From an optimization exercise on the open Yosys and OpenROAD flow, aimed at small area, a short achievable clock period and few clock cycles; shortcuts taken in it are not production practice.
No functional check of the RTL was part of any run shown here.

==> flow/design.v (outline; a module is shown in full before it is edited, if it fits) <==
// module iter_counter: 14 lines
// module jw_control: 16 lines
// module jw_step: 582 lines
// module jw_fa: 10 lines
// module jw_ha: 9 lines
// module pixel_result: 15 lines
// module julia_worker: 156 lines
// module jw_start: 17 lines
// module jw_sure_escape: 15 lines
module julia_worker (
	input  logic               tb_clk,
	input  logic               rst,
	input  logic               start,
	input  logic [19:0]        pixel,   
	input  logic [43:0]        c,       
	input  logic               mc_busy,
	output logic               ready,
	output logic               done,
	output logic [63:0]        result   
);
  // ...
==> flow/run.sh <==
#!/bin/bash
# synth_recipe.tcl (not shown) runs the flow's synth.tcl, then flattens the netlist and writes it again
# the make line also repeats each setting of config.mk as NAME=value (left out here)
make -C /OpenROAD-flow-scripts/flow DESIGN_CONFIG=/design/flow/config.mk WORK_HOME=/design/flow/orfs CLKGATE_MAP_FILE= SYNTH_SCRIPT=/design/flow/synth_recipe.tcl finish
==> flow/config.mk <==
export PLATFORM = sky130hd
export DESIGN_NAME = julia_worker
export DESIGN_NICKNAME = julia_worker
export VERILOG_FILES = /design/flow/design.v
export SDC_FILE = /design/flow/constraint.sdc
export NUM_CORES = 4
export LEC_CHECK = 0
export CAP_MARGIN = 60
export CORE_MARGIN = 2
export CORE_UTILIZATION = 40
export SLEW_MARGIN = 60
export SYNTH_HIERARCHICAL = 1
export SYNTH_MINIMUM_KEEP_SIZE = 0
==> flow/constraint.sdc <==
create_clock -name core_clock -period 14.0 [get_ports {tb_clk}]
set_input_delay 2.8000 -clock core_clock [delete_from_list [all_inputs] [get_ports {tb_clk}]]
set_output_delay 2.8000 -clock core_clock [all_outputs]
set_load 0.01 [all_outputs]
==> impl_metrics.env, run 1 <==
export IMPL_outcome="no timing/DRC/antenna violations"
export IMPL_fmax_mhz=154
export IMPL_crit_family="adder cells"
export IMPL_slew_headroom=0.603
export IMPL_synth_compound_area_frac=0.103
export IMPL_cts_resized=0
export IMPL_grt_antenna_before_repair=0
export IMPL_grtUsageMet1=0.274
export IMPL_post_drt_wl_per_cell_um=19.5
export IMPL_layout_common_cells="fa_1 (279), xnor2_1 (158), ha_1 (121)"
export IMPL_grt_util_met3=0.0344
export IMPL_drv_slew=0
export IMPL_period_share=0.464
export IMPL_drt_pass1_iter_count=6
export IMPL_post_synth_top_area_cell="fa_1"
export IMPL_yosys_cell_count_top_type="fa_1"
export IMPL_clkLatencyLatePin_ps=480
export IMPL_drcViolationCount=0
export IMPL_nClkBuffers=17
export IMPL_placed_cell_area_um2=20200
export IMPL_ys_ff_latch=157
export IMPL_area_share_clock_buf_inv=0.0290
export IMPL_min_from="pix_q[15]"
export IMPL_multi_input_area_share=0.641
export IMPL_critPathCapture="xr_top[1]"
export IMPL_min_to="res_index[5]"
export IMPL_hold_depth=0
export IMPL_dieArea_um2=48600
export IMPL_cts_htree_levels=4
export IMPL_core_um2=46500
export IMPL_via_count=12900
export IMPL_grt_first_pass_wirelength_um=76000
export IMPL_synth_mux_area_frac=0.0161
export IMPL_synthArstFlopShare=0
export IMPL_dp_cells=2372
export IMPL_setup_viol=0
export IMPL_finalHoldViolCount=0
export IMPL_hold_slack_ps=418
export IMPL_buffers=147
export IMPL_cp_slowest_cell="dfxtp_2"
==> inputs of run 2 (changes only) <==
--- a/flow/design.v
+++ b/flow/design.v
@@ -66,17 +66,20 @@
 	input  logic [13:0] xi,
 	input  logic [14:0] cre,
 	input  logic [14:0] cim,
 	output logic        escaped,
 	output logic [15:0] nre,
 	output logic [15:0] nim
 );
 	logic [27:0] ta_r0, ta_r1, tb_r0, tb_r1, tp_r0, tp_r1;
+	logic [11:0] ca_s, cb_s;
 	logic        ca, cb;
+	logic [27:0] esum;
+	logic [25:0] isum;
 	logic [16:0] te_r0, te_r1;
 	logic [15:0] tr_r0, tr_r1;
 	logic [6:0]  bneg, bone, btwo;
 	logic [14:0] bpp0, bpp1, bpp2, bpp3, bpp4, bpp5, bpp6;
 	logic [14:0] yb, xs1, xs2;
 	logic tas1, tac2, tas3, tac3, tas4, tac4, tas5, tac5, tas6, tac6, tas7, tac7, tas8, tac8, tas9, tac9;
 	logic tas10, tac10, tas11, tac11, tas12, tac12, tas13, tac13, tas14, tac14, tas15, tac15, tas16, tac16, tas17, tac17;
 	logic tas18, tac18, tas19, tac19, tas20, tac20, tas21, tac21, tas22, tac22, tas23, tac23, tas24, tac24, tas25, tac25;
@@ -146,84 +149,20 @@
 	assign bneg[5] = yb[12];
 	assign bone[5] = yb[11] ^ yb[10];
 	assign btwo[5] = (yb[12] & ~yb[11] & ~yb[10]) | (~yb[12] & yb[11] & yb[10]);
 	assign bpp5 = (({15{bone[5]}} & xs1) | ({15{btwo[5]}} & xs2)) ^ {15{bneg[5]}};
 	assign bneg[6] = yb[14];
 	assign bone[6] = yb[13] ^ yb[12];
 	assign btwo[6] = (yb[14] & ~yb[13] & ~yb[12]) | (~yb[14] & yb[13] & yb[12]);
 	assign bpp6 = (({15{bone[6]}} & xs1) | ({15{btwo[6]}} & xs2)) ^ {15{bneg[6]}};
-	logic [10:0] kca_g, kca_t;
-	assign kca_g = ta_r0[10:0] & ta_r1[10:0];
-	assign kca_t = ta_r0[10:0] | ta_r1[10:0];
-	logic kca_g0_0, kca_t0_0;
-	assign kca_g0_0 = kca_g[1] | (kca_t[1] & kca_g[0]);
-	assign kca_t0_0 = kca_t[1] & kca_t[0];
-	logic kca_g0_1, kca_t0_1;
-	assign kca_g0_1 = kca_g[3] | (kca_t[3] & kca_g[2]);
-	assign kca_t0_1 = kca_t[3] & kca_t[2];
-	logic kca_g0_2, kca_t0_2;
-	assign kca_g0_2 = kca_g[5] | (kca_t[5] & kca_g[4]);
-	assign kca_t0_2 = kca_t[5] & kca_t[4];
-	logic kca_g0_3, kca_t0_3;
-	assign kca_g0_3 = kca_g[7] | (kca_t[7] & kca_g[6]);
-	assign kca_t0_3 = kca_t[7] & kca_t[6];
-	logic kca_g0_4, kca_t0_4;
-	assign kca_g0_4 = kca_g[9] | (kca_t[9] & kca_g[8]);
-	assign kca_t0_4 = kca_t[9] & kca_t[8];
-	logic kca_g1_0, kca_t1_0;
-	assign kca_g1_0 = kca_g0_1 | (kca_t0_1 & kca_g0_0);
-	assign kca_t1_0 = kca_t0_1 & kca_t0_0;
-	logic kca_g1_1, kca_t1_1;
-	assign kca_g1_1 = kca_g0_3 | (kca_t0_3 & kca_g0_2);
-	assign kca_t1_1 = kca_t0_3 & kca_t0_2;
-	logic kca_g1_2, kca_t1_2;
-	assign kca_g1_2 = kca_g[10] | (kca_t[10] & kca_g0_4);
-	assign kca_t1_2 = kca_t[10] & kca_t0_4;
-	logic kca_g2_0, kca_t2_0;
-	assign kca_g2_0 = kca_g1_1 | (kca_t1_1 & kca_g1_0);
-	assign kca_t2_0 = kca_t1_1 & kca_t1_0;
-	logic kca_g3_0, kca_t3_0;
-	assign kca_g3_0 = kca_g1_2 | (kca_t1_2 & kca_g2_0);
-	assign kca_t3_0 = kca_t1_2 & kca_t2_0;
-	assign ca = kca_g3_0;
-	logic [10:0] kcb_g, kcb_t;
-	assign kcb_g = tb_r0[10:0] & tb_r1[10:0];
-	assign kcb_t = tb_r0[10:0] | tb_r1[10:0];
-	logic kcb_g0_0, kcb_t0_0;
-	assign kcb_g0_0 = kcb_g[1] | (kcb_t[1] & kcb_g[0]);
-	assign kcb_t0_0 = kcb_t[1] & kcb_t[0];
-	logic kcb_g0_1, kcb_t0_1;
-	assign kcb_g0_1 = kcb_g[3] | (kcb_t[3] & kcb_g[2]);
-	assign kcb_t0_1 = kcb_t[3] & kcb_t[2];
-	logic kcb_g0_2, kcb_t0_2;
-	assign kcb_g0_2 = kcb_g[5] | (kcb_t[5] & kcb_g[4]);
-	assign kcb_t0_2 = kcb_t[5] & kcb_t[4];
-	logic kcb_g0_3, kcb_t0_3;
-	assign kcb_g0_3 = kcb_g[7] | (kcb_t[7] & kcb_g[6]);
-	assign kcb_t0_3 = kcb_t[7] & kcb_t[6];
-	logic kcb_g0_4, kcb_t0_4;
-	assign kcb_g0_4 = kcb_g[9] | (kcb_t[9] & kcb_g[8]);
-	assign kcb_t0_4 = kcb_t[9] & kcb_t[8];
-	logic kcb_g1_0, kcb_t1_0;
-	assign kcb_g1_0 = kcb_g0_1 | (kcb_t0_1 & kcb_g0_0);
-	assign kcb_t1_0 = kcb_t0_1 & kcb_t0_0;
-	logic kcb_g1_1, kcb_t1_1;
-	assign kcb_g1_1 = kcb_g0_3 | (kcb_t0_3 & kcb_g0_2);
-	assign kcb_t1_1 = kcb_t0_3 & kcb_t0_2;
-	logic kcb_g1_2, kcb_t1_2;
-	assign kcb_g1_2 = kcb_g[10] | (kcb_t[10] & kcb_g0_4);
-	assign kcb_t1_2 = kcb_t[10] & kcb_t0_4;
-	logic kcb_g2_0, kcb_t2_0;
-	assign kcb_g2_0 = kcb_g1_1 | (kcb_t1_1 & kcb_g1_0);
-	assign kcb_t2_0 = kcb_t1_1 & kcb_t1_0;
-	logic kcb_g3_0, kcb_t3_0;
-	assign kcb_g3_0 = kcb_g1_2 | (kcb_t1_2 & kcb_g2_0);
-	assign kcb_t3_0 = kcb_t1_2 & kcb_t2_0;
-	assign cb = kcb_g3_0;
+	assign ca_s = {1'b0, ta_r0[10:0]} + {1'b0, ta_r1[10:0]};
+	assign cb_s = {1'b0, tb_r0[10:0]} + {1'b0, tb_r1[10:0]};
+	assign ca = ca_s[11];
+	assign cb = cb_s[11];
 	assign tas1 = ~cre[3];
 	assign tac2 = cre[3];
 	jw_fa u_ta3 (.a(cre[1]), .b(xr[6]), .c((xr[0] & xr[11])), .s(tas3), .co(tac3));
 	jw_fa u_ta4 (.a(cre[2]), .b((xr[0] & xr[12])), .c((xr[1] & xr[11])), .s(tas4), .co(tac4));
 	jw_fa u_ta5 (.a(tas1), .b(xr[7]), .c(~(xr[13] & xr[0])), .s(tas5), .co(tac5));
 	jw_fa u_ta6 (.a((xr[1] & xr[12])), .b((xr[2] & xr[11])), .c((xr[3] & xr[10])), .s(tas6), .co(tac6));
 	jw_fa u_ta7 (.a(cre[4]), .b(tac2), .c(~(xr[13] & xr[1])), .s(tas7), .co(tac7));
 	jw_fa u_ta8 (.a((xr[2] & xr[12])), .b((xr[3] & xr[11])), .c((xr[4] & xr[10])), .s(tas8), .co(tac8));
@@ -584,67 +523,19 @@
 	jw_fa u_tr355 (.a(ta_r1[21]), .b(trc338), .c(trs339), .s(trs355), .co(trc355));
 	jw_fa u_tr356 (.a(trs324), .b(trs340), .c(trc339), .s(trs356), .co(trc356));
 	jw_fa u_tr357 (.a(trc324), .b(trs341), .c(trc340), .s(trs357), .co(trc357));
 	jw_fa u_tr358 (.a(ta_r1[24]), .b(trc341), .c(trs342), .s(trs358), .co(trc358));
 	jw_fa u_tr359 (.a(trc326), .b(trs343), .c(trc342), .s(trs359), .co(trc359));
 	assign trs360 = ta_r1[26] ^ trc343 ^ trs344;
 	assign tr_r0 = {trc359, trc358, trc357, trc356, trc355, trc354, trc353, trc352, trc351, trc350, trc349, trc348, trc347, trc346, trc345, trs329};
 	assign tr_r1 = {trs360, trs359, trs358, trs357, trs356, trs355, trs354, trs353, trs352, trs351, trs350, trs349, trs348, trs347, trs346, trs345};
-	logic [15:0] kce_g, kce_t;
-	assign kce_g = te_r0[15:0] & te_r1[15:0];
-	assign kce_t = te_r0[15:0] | te_r1[15:0];
-	logic kce_g0_0, kce_t0_0;
-	assign kce_g0_0 = kce_g[1] | (kce_t[1] & kce_g[0]);
-	assign kce_t0_0 = kce_t[1] & kce_t[0];
-	logic kce_g0_1, kce_t0_1;
-	assign kce_g0_1 = kce_g[3] | (kce_t[3] & kce_g[2]);
-	assign kce_t0_1 = kce_t[3] & kce_t[2];
-	logic kce_g0_2, kce_t0_2;
-	assign kce_g0_2 = kce_g[5] | (kce_t[5] & kce_g[4]);
-	assign kce_t0_2 = kce_t[5] & kce_t[4];
-	logic kce_g0_3, kce_t0_3;
-	assign kce_g0_3 = kce_g[7] | (kce_t[7] & kce_g[6]);
-	assign kce_t0_3 = kce_t[7] & kce_t[6];
-	logic kce_g0_4, kce_t0_4;
-	assign kce_g0_4 = kce_g[9] | (kce_t[9] & kce_g[8]);
-	assign kce_t0_4 = kce_t[9] & kce_t[8];
-	logic kce_g0_5, kce_t0_5;
-	assign kce_g0_5 = kce_g[11] | (kce_t[11] & kce_g[10]);
-	assign kce_t0_5 = kce_t[11] & kce_t[10];
-	logic kce_g0_6, kce_t0_6;
-	assign kce_g0_6 = kce_g[13] | (kce_t[13] & kce_g[12]);
-	assign kce_t0_6 = kce_t[13] & kce_t[12];
-	logic kce_g0_7, kce_t0_7;
-	assign kce_g0_7 = kce_g[15] | (kce_t[15] & kce_g[14]);
-	assign kce_t0_7 = kce_t[15] & kce_t[14];
-	logic kce_g1_0, kce_t1_0;
-	assign kce_g1_0 = kce_g0_1 | (kce_t0_1 & kce_g0_0);
-	assign kce_t1_0 = kce_t0_1 & kce_t0_0;
-	logic kce_g1_1, kce_t1_1;
-	assign kce_g1_1 = kce_g0_3 | (kce_t0_3 & kce_g0_2);
-	assign kce_t1_1 = kce_t0_3 & kce_t0_2;
-	logic kce_g1_2, kce_t1_2;
-	assign kce_g1_2 = kce_g0_5 | (kce_t0_5 & kce_g0_4);
-	assign kce_t1_2 = kce_t0_5 & kce_t0_4;
-	logic kce_g1_3, kce_t1_3;
-	assign kce_g1_3 = kce_g0_7 | (kce_t0_7 & kce_g0_6);
-	assign kce_t1_3 = kce_t0_7 & kce_t0_6;
-	logic kce_g2_0, kce_t2_0;
-	assign kce_g2_0 = kce_g1_1 | (kce_t1_1 & kce_g1_0);
-	assign kce_t2_0 = kce_t1_1 & kce_t1_0;
-	logic kce_g2_1, kce_t2_1;
-	assign kce_g2_1 = kce_g1_3 | (kce_t1_3 & kce_g1_2);
-	assign kce_t2_1 = kce_t1_3 & kce_t1_2;
-	logic kce_g3_0, kce_t3_0;
-	assign kce_g3_0 = kce_g2_1 | (kce_t2_1 & kce_g2_0);
-	assign kce_t3_0 = kce_t2_1 & kce_t2_0;
-	assign escaped = ~(te_r0[16] ^ te_r1[16] ^ (kce_g3_0 | (kce_t3_0 & ca)));
+	assign esum = {te_r0, ta_r0[10:0]} + {te_r1, ta_r1[10:0]};
+	assign escaped = ~esum[27];
 	assign nre = tr_r0 + tr_r1;
-	logic [25:0] isum;
 	assign isum = tp_r0[25:0] + tp_r1[25:0];
 	assign nim = {isum[25:11], cim[0]};
 endmodule
 module jw_fa (
 	input  logic a,
 	input  logic b,
 	input  logic c,
 	output logic s,
==> run 2 against run 1 <==
Net effect: wire length grew 4.6%; fmax grew 7.5%; first-iteration DRC count grew 33%; sequential share of layout area shrank 0.51 points; cell count grew 2.7%; cell area grew 2.7%; synthesized cell count grew 3.7%; critical path type unchanged; critical path depth shrank 2; non-clock buffer count shrank 1; flip-flop and latch count is the same; utilization is essentially flat; critical endpoint is now xr[13].
==> impl_metrics.env, run 2 <==
export IMPL_outcome="no timing/DRC/antenna violations"
export IMPL_grt_first_pass_wirelength_um=78500
export IMPL_gp_congestion=0.891
export IMPL_grt_ovfl_total=0
export IMPL_cp_slowest_cell="fa_1"
export IMPL_areaGrowthSynthToFinish_pct=10.2
export IMPL_synthArstFlopShare=0
export IMPL_hold_depth=0
export IMPL_synth_cell_types=79
export IMPL_crit_required_ps=14380
export IMPL_nFillCells=4508
export IMPL_port_buffers=113
export IMPL_track_usage=0.203
export IMPL_drv_slew=0
export IMPL_hold_slack_ps=417
export IMPL_slew_headroom=0.615
export IMPL_ys_ff_latch=157
export IMPL_arrival_ps=6420
export IMPL_r2r_slack_ps=7960
export IMPL_drive_above_1_share=0.0700
export IMPL_rr_worst_depth=19
export IMPL_fmax_mhz=166
export IMPL_nNetsFinal=2347
export IMPL_drv_cap=0
export IMPL_top_register="z_seen"
export IMPL_dp_slack_ps=7980
export IMPL_cp_max_fo=19
export IMPL_finalHoldViolCount=0
export IMPL_critPathLaunchType="register"
export IMPL_yosysWarnings=10
export IMPL_dp_final_hpwl_um=37300
export IMPL_cts_setup_buffers=0
export IMPL_final_common_cell="fa_1"
export IMPL_placed_cell_area_um2=20800
export IMPL_cts_tree="built"
export IMPL_syn_inst=1820
export IMPL_die_y_um=224
export IMPL_grt_start_max_net_pins=49
export IMPL_worst_pin_slew_ps=577
export IMPL_final_area_um2=21400
export IMPL_drcViolationCount=0
export IMPL_drt_pass1_iter_count=5
export IMPL_synth_top_area_frac=0.288
export IMPL_synth_edf_count=108
export IMPL_routed_wl_um=49200
export IMPL_crit_path_end_kind="register"
export IMPL_final_core_util=0.448
export IMPL_drtIter0Drc=1053
export IMPL_finalWorstSetupSlack_ps=7960
export IMPL_period_minus_slack_ps=6040
export IMPL_start_util=0.406
export IMPL_clock_path_buffers=2
export IMPL_core_um2=47700
export IMPL_ys_flop_type="edfxtp_1"
export IMPL_setup_viol=0
export IMPL_cts_sinks=157
export IMPL_period_share=0.431
export IMPL_min_from="pix_q[14]"
export IMPL_r2r_end="xr[13]"
export IMPL_yosys_cell_count_top_type="fa_1"
export IMPL_clock_skew_ps=16.7
export IMPL_viasPerCell=5.46
export IMPL_via_count=13500
export IMPL_syn_area_um2=19400
export IMPL_crit_top_cell="fa_1"
export IMPL_fp_dieW_um=224
export IMPL_cts_root_buffer="clkbuf_16"
export IMPL_reg_top3="z_seen (28), pix_q (20), res_index (20)"
export IMPL_dieArea_um2=50200
export IMPL_grt_pass1_vias=14200
export IMPL_cts_buffers=17
export IMPL_cts_resized=0
export IMPL_path_clk_slew_ps=70
export IMPL_drtAntennaViolNets=0
export IMPL_grt_antenna_before_repair=1
export IMPL_clkLatencyLatePin_ps=470
export IMPL_post_drt_wl_per_cell_um=19.9
export IMPL_rsz0062_at_grt="false"
export IMPL_rows=80
export IMPL_crit_type="register to register"
export IMPL_n_antenna_cell=0
export IMPL_layout_common_cells="fa_1 (279), xnor2_1 (162), ha_1 (150)"
export IMPL_cts_htree_levels=4
export IMPL_reg2reg_from="xi[3]"
export IMPL_hold_path_class="register to register"
export IMPL_min_to="res_index[4]"
export IMPL_postCtsHoldBufs=0
export IMPL_syn_area_per_cell_um2=10.7
export IMPL_synth_area_leaders="fa_1 (29%), edfxtp_1 (17%), ha_1 (10%)"
export IMPL_largest_register_ffs=28
export IMPL_finalSetupTns_ps=0
export IMPL_synth_seq_area_share=0.218
export IMPL_cp_cell_sequence="buf_4 > inv_1 > nor2_1 > fa_1 > fa_1 > fa_1 > inv_1 > fa_1 > fa_1 > fa_1 > ha_1 > a211oi_1 > o21a_1 > nor3_2 > a31o_1 > a2111o_1 > nand3_1 > inv_1 > o21ai_0"
export IMPL_max_stage_delay_ps=580
export IMPL_netlist_top_cells_count="fa_1 (279), xnor2_1 (163), ha_1 (155)"
export IMPL_io_pins=134
export IMPL_post_synth_top_area_cell="fa_1"
-- run 2: per-layer routing --
layer / track usage / share of wire
met1: 0.269 / 0.44
met2: 0.333 / 0.47
met3: 0.0319 / 0.055
met4: 0.0858 / 0.036
met5: 0 / 0
-- run 2: cells by family (layout without fill, tap and decap cells) --
kind of cell,Yosys count,in the layout,share of synthesized area
simple gates,411,411,0.112
mux,27,27,0.0156
other cells,3,26,0.000581
xor+xnor,192,192,0.0867
fa+ha+maj,434,434,0.388
flops,157,157,0.218
compound gates,314,314,0.109
buf+inv,282,296,0.0696
-- run 2: through the flow --
step | std cells
after floorplan | 1843
after global placement | 2440
after detailed placement | 2441
after CTS | 2472
after global routing | 2472
final | 2472
-- run 2: final cells by class --
type	instances	area [um2]	area share
multi-input cells	1404	14000	0.654
clock buffers	18	429	0.0201
clock inverters	13	108	0.00503
inverters	119	447	0.0209
well taps	615	769	0.0360
flip-flops and latches	157	4240	0.198
repair buffers	146	1410	0.0662
-- run 2: worst max-delay path by stage --
stage | start | depth (start not counted) | endpoint | slack, ps
2_1_floorplan | xr[13] | 18 | xr[13] | 8140
3_3_place_gp | xi[10] | 18 | xr[13] | 7720
3_5_place_dp | xi[10] | 18 | xr[13] | 7980
4_1_cts | xr[13] | 9 | ready | 7910
5_1_grt | xi[10] | 18 | xr[13] | 7630
6_report | xi[3] | 19 | xr[13] | 7960
-- run 2: critical path: cells and delay by family, from the launching register on --
kind,cells,cell delay (ps)
buf+inv,4,730
flops,1,310
fa+ha+maj,7,3130
compound gates,5,1430
simple gates,3,350
-- run 2: modules after synthesis, one instance, submodules excluded --
| module | cells | area, um2 |
|---|---|---|
| jw_step | 909 | 5870 |
| julia_worker | 373 | 5770 |
| jw_start | 94 | 709 |
| pixel_result | 67 | 474 |
| iter_counter | 37 | 339 |
| jw_sure_escape | 10 | 66.3 |
| jw_control | 5 | 26.3 |
| jw_fa | 1 | 20.0 |
| jw_ha | 1 | 12.5 |

## afterwards: timing with drivers on the ports
Ports are ideal in the flow. The routed layouts listed here were re-timed in OpenROAD.
Step 1 assumes that a clkbuf_16 drives the clock port and a buf_2 every other input.
Step 2, shift: input delay + t, output delay - t, t = (earliest + latest rising clock arrival at the registers) / 2. This alone moves slack from input paths to output paths.
a / b / c = ideal / step 1 / step 2; a / b = the first two.
| run | t (ns) | setup WS [ns] | latest minus earliest clock arrival (ns) |
|---|---|---|---|
| run 1 | 0.520 | 7.504 / 7.504 / 7.504 | 0.015 / 0.015 |
| run 2 | 0.516 | 7.959 / 7.918 / 7.959 | 0.017 / 0.017 |
After both steps every run listed still meets setup and hold.
